What follows belongs to an exercise in optimizing a design on an open flow for a short achievable clock period and few clock cycles per item; a production flow would make more cautious choices.
In this exercise RTL edits were held to simulation tests only and were not proved equivalent to the original.

==> job 4822: inputs <==
// ahb_sram
module ahb_sram #(
  parameter int MEM_DEPTH         = 256,
  parameter bit REGISTERED_OUTPUT = 1'b0
) (
  input  logic                  HCLK,
  input  logic                  HRESETn,
  input  logic                  HSEL,
  input  ahb_sram_pkg::haddr_t  HADDR,
  input  ahb_sram_pkg::hdata_t  HWDATA,
  output ahb_sram_pkg::hdata_t  HRDATA,
  input  logic                  HWRITE,
  input  ahb_sram_pkg::hsize_e  HSIZE,
  input  logic [2:0]            HBURST,
  input  logic [3:0]            HPROT,
  input  ahb_sram_pkg::htrans_e HTRANS,
  input  logic                  HMASTLOCK,
  input  logic                  HREADY,
  output logic                  HREADYOUT,
  output ahb_sram_pkg::hresp_e  HRESP
);
  logic [3:0][15:0] wr_lo_n;
  logic [3:0][15:0] wr_hi_n;
  logic [3:0][15:0] rd_lo_n;
  logic [3:0][15:0] rd_hi_n;
  logic [3:0]       rd_bypass;
  assign HRESP = ahb_sram_pkg::HRESP_OKAY;
  ahb_sram_addr_phase u_addr_phase (
    .HCLK      (HCLK),
    .HRESETn   (HRESETn),
    .HSEL      (HSEL),
    .HADDR     (HADDR),
    .HWRITE    (HWRITE),
    .HSIZE     (HSIZE),
    .HTRANS    (HTRANS),
    .HREADY    (HREADY),
    .wr_lo_n   (wr_lo_n),
    .wr_hi_n   (wr_hi_n),
    .rd_lo_n   (rd_lo_n),
    .rd_hi_n   (rd_hi_n),
    .rd_bypass (rd_bypass)
  );
  sram_1r1w u_sram (
    .HCLK      (HCLK),
    .wr_lo_n   (wr_lo_n),
    .wr_hi_n   (wr_hi_n),
    .wdata     (HWDATA),
    .rd_lo_n   (rd_lo_n),
    .rd_hi_n   (rd_hi_n),
    .rd_bypass (rd_bypass),
    .rdata     (HRDATA)
  );
  ahb_sram_resp u_resp (
    .HREADYOUT (HREADYOUT)
  );
endmodule
export LEC_CHECK = 0
export ABC_CLOCK_PERIOD_IN_PS = 2000
export CAP_MARGIN = 20
export CORE_AREA = 4.6 5.44 925.4 554.56
export DIE_AREA = 0 0 930 560
export PLACE_DENSITY = 0.7
export SETUP_SLACK_MARGIN = 3.5
export SLEW_MARGIN = 20
export SYNTH_HIERARCHICAL = 1
create_clock -name core_clock -period 6.0 [get_ports {HCLK}]
standard.sh (not shown) runs the stock make flow with config.mk's settings and CLKGATE_MAP_FILE= SYNTH_SCRIPT=/design/flow/synth_recipe.tcl, a recipe that flattens the netlist after the stock synthesis.
==> flow/flow/run.sh <==
#!/bin/bash
# Layout flow: the standard ORFS flow (standard.sh) with three hooks:
#   pins.tcl      - pin regions (address/control at the bottom middle, each
#                   byte lane's data pins next to its quadrant)
#   place_mem.tcl - structured placement of the memory flip-flops before
#                   global placement
#   unfix.tcl     - releases them after global placement
# The make output goes to flow_make.log in the work folder; ORFS's own
# per-step logs are under orfs/logs.
set -euo pipefail
HERE=$(cd "$(dirname "$0")" && pwd)
export PRE_IO_PLACEMENT_TCL=$HERE/pins.tcl
export PRE_GLOBAL_PLACE_TCL=$HERE/place_mem.tcl
export POST_GLOBAL_PLACE_TCL=$HERE/unfix.tcl
bash standard.sh > flow_make.log 2>&1
==> flow/flow/pins.tcl <==
# PRE_IO_PLACEMENT hook: address and control pins at the middle of the bottom
# edge, each lane's data pins on the side edge next to its quadrant.
set block [ord::get_db_block]
set die [$block getDieArea]
set W [expr {[$die xMax] / 1000.0}]
set H [expr {[$die yMax] / 1000.0}]
set cx [expr {$W / 2}]
set cy [expr {$H / 2}]
set ctl [get_ports {HCLK HRESETn HADDR[*] HSEL HWRITE HSIZE[*] HTRANS[*] HREADY HBURST[*] HPROT[*] HMASTLOCK HREADYOUT HRESP}]
set_io_pin_constraint -region bottom:[expr {$cx - 110}]-[expr {$cx + 110}] -pin_names $ctl
foreach b {0 1 2 3} {
  set lo [expr {8 * $b}]
  set hi [expr {8 * $b + 7}]
  set names {}
  for {set n $lo} {$n <= $hi} {incr n} { lappend names "HRDATA\[$n\]" "HWDATA\[$n\]" }
  set side [expr {$b % 2 ? "right" : "left"}]
  if {$b / 2} {
    set reg "$side:[expr {$cy + 20}]-[expr {$H - 10}]"
  } else {
    set reg "$side:10-[expr {$cy - 20}]"
  }
  set_io_pin_constraint -region $reg -pin_names [get_ports $names]
}
==> flow/flow/place_mem.tcl <==
# Structured placement of the memory flip-flops (PRE_GLOBAL_PLACE hook).
# Lane b (bits 8b..8b+7) fills one quadrant of the core; its 256 words form a
# 16 x 16 grid of slots (column = index[3:0], row = index[7:4]) growing out
# from the core centre. A slot is 60 sites by 6 rows: 8 flops in 4 rows, the
# rest left to the global placer for the read and write logic.
namespace eval pm {}
set block [ord::get_db_block]
set pm::site_w 460
set pm::row_h 2720
set pm::rows [$block getRows]
set x0 [[lindex $pm::rows 0] getOrigin]
set pm::cx0 [lindex $x0 0]
set pm::cy0 [lindex $x0 1]
set pm::nrows [llength $pm::rows]
set pm::nsites [[lindex $pm::rows 0] getSiteCount]
set cx0 $pm::cx0
set cy0 $pm::cy0
set row_h $pm::row_h
set site_w $pm::site_w
set nrows $pm::nrows
set nsites $pm::nsites

# occupancy from fixed cells (tap cells)
array unset pm::occ
foreach inst [$block getInsts] {
  if {![$inst isFixed]} { continue }
  set loc [$inst getLocation]
  set r [expr {([lindex $loc 1] - $cy0) / $row_h}]
  set s [expr {([lindex $loc 0] - $cx0) / $site_w}]
  set w [expr {[[$inst getMaster] getWidth] / $site_w}]
  for {set k 0} {$k < $w} {incr k} { set pm::occ($r,[expr {$s + $k}]) 1 }
}

proc pm::fits {r s w} {
  if {$r < 0 || $r >= $pm::nrows || $s < 0 || $s + $w > $pm::nsites} { return 0 }
  for {set k 0} {$k < $w} {incr k} { if {[info exists pm::occ($r,[expr {$s + $k}])]} { return 0 } }
  return 1
}

proc pm::put {inst r s} {
  set w [expr {[[$inst getMaster] getWidth] / $pm::site_w}]
  for {set k 0} {$k < $w} {incr k} { set pm::occ($r,[expr {$s + $k}]) 1 }
  set orient [[lindex $pm::rows $r] getOrient]
  $inst setOrient $orient
  $inst setLocation [expr {$pm::cx0 + $s * $pm::site_w}] [expr {$pm::cy0 + $r * $pm::row_h}]
  $inst setPlacementStatus FIRM
}

proc pm::place_near {inst r s} {
  set w [expr {[[$inst getMaster] getWidth] / 460}]
  foreach dr {0 1 -1 2 -2 3 -3} {
    for {set d 0} {$d < 40} {incr d} {
      foreach ss [list [expr {$s + $d}] [expr {$s - $d}]] {
        if {[pm::fits [expr {$r + $dr}] $ss $w]} { pm::put $inst [expr {$r + $dr}] $ss; return 1 }
      }
    }
  }
  return 0
}

# core centre in rows / sites
set mid_r [expr {$nrows / 2}]
set mid_s [expr {$nsites / 2}]
set slot_s 60
set slot_r 6
set gap_s 30
set gap_r 3

set placed 0
set failed 0
foreach inst [$block getInsts] {
  set nm [$inst getName]
  if {![regexp {^u_sram\.mem\\?\[(\d+)\\?\]} $nm -> k]} { continue }
  set i [expr {$k / 32}]
  set n [expr {$k % 32}]
  set b [expr {$n / 8}]
  set t [expr {$n % 8}]
  set u [expr {$i % 16}]
  set v [expr {$i / 16}]
  set right [expr {$b % 2}]
  set up [expr {$b / 2}]
  # slot origin (lowest row, leftmost site)
  if {$right} {
    set s0 [expr {$mid_s + $gap_s + $u * $slot_s}]
  } else {
    set s0 [expr {$mid_s - $gap_s - ($u + 1) * $slot_s}]
  }
  if {$up} {
    set r0 [expr {$mid_r + $gap_r + $v * $slot_r}]
  } else {
    set r0 [expr {$mid_r - $gap_r - ($v + 1) * $slot_r}]
  }
  # flops in rows 0..3 of the slot (counted from the centre side), two per row
  set ro [expr {$t / 2}]
  if {$up} { set r [expr {$r0 + $ro}] } else { set r [expr {$r0 + $slot_r - 1 - $ro}] }
  set s [expr {$s0 + ($t % 2) * 30 + 1}]
  if {[pm::place_near $inst $r $s]} { incr placed } else { incr failed; puts "place_mem: no room for $nm" }
}
puts "place_mem: placed $placed memory flops, $failed failed"
==> flow/flow/unfix.tcl <==
# POST_GLOBAL_PLACE hook: release the pre-placed flops so that later steps
# may resize and legalise around them
set n 0
foreach inst [[ord::get_db_block] getInsts] {
  if {[$inst getPlacementStatus] eq "FIRM"} { $inst setPlacementStatus PLACED; incr n }
}
puts "unfix: released $n instances"
==> job 2155: changes against job 4822 <==
==> flow/run.sh (new file) <==
#!/bin/bash
# synth_recipe.tcl (not shown) runs the flow's synth.tcl, then flattens the netlist and writes it again
# the make line also repeats each setting of config.mk as NAME=value (left out here)
make -C /OpenROAD-flow-scripts/flow DESIGN_CONFIG=/design/flow/config.mk WORK_HOME=/design/flow/orfs CLKGATE_MAP_FILE= SYNTH_SCRIPT=/design/flow/synth_recipe.tcl finish
- CORE_AREA: 4.6 5.44 925.4 554.56 -> default
- CORE_MARGIN: default -> 2
- CORE_UTILIZATION: default -> 45
- DIE_AREA: 0 0 930 560 -> default
- PLACE_DENSITY: 0.7 -> default
removed: flow/flow/run.sh
removed: flow/flow/pins.tcl
removed: flow/flow/place_mem.tcl
removed: flow/flow/unfix.tcl
removed: flow/standard.sh
==> qor.csv <==
stage,metric,value,unit
power_and_ir_drop,power.static_leakage,125,nW
layout,area.growth.synth_to_final,17.8,%
run_status,result_of_the_run,timing/DRC/antenna clean,
drt,met2RoutedLength,387000,um
The numbers above come from job 4822.

==> qor.csv <==
stage,metric,value,unit
drt,routed-via-count,183000,
layout,area.growth.synth_to_final,19.4,%
drt,met2RoutedLength,433000,um
layout,multiInputGateArea,86700,sq um
run_status,result_of_the_run,timing/DRC/antenna clean,
power_and_ir_drop,power.static_leakage,126,nW
The numbers above come from job 2155.

Testbench counts of job 4822, summed over its fixed seeds: cycles 160,008, items 160,000.
Testbench counts of job 2155, summed over its fixed seeds: cycles 160,008, items 160,000.

separate check: timing with driven ports:
The results above use ideal ports. As a check the final layouts listed here were re-extracted and re-timed, cells and wires unchanged.
Step 1 (the two cells are an assumption about what drives the block):
set clk [get_ports {HCLK}]
set_driving_cell -lib_cell sky130_fd_sc_hd__clkbuf_16 $clk
set_driving_cell -lib_cell sky130_fd_sc_hd__buf_2 [delete_from_list [all_inputs] $clk]
Step 2 adds t to the input delays and takes it off the output delays; t is the mean of the earliest and latest rising clock arrival at the registers after step 1. Input paths then give back, and output paths get back, about the clock's delay inside the block.
Three values: ideal ports, drivers, drivers and shift; two values: the first two.
run | t (ns) | setup WS [ns] | worst data-port slew with drivers (ns)
job 4822 | 1.179 | 2.938 / 2.596 / 1.416 | 0.58
job 2155 | 1.262 | 2.995 / 2.866 / 1.710 | 0.67
After both steps every run listed still meets setup and hold. For job 4822, which loses most, drivers alone change the setup slack by -0.342 ns; drivers and shift together by -1.522 ns.
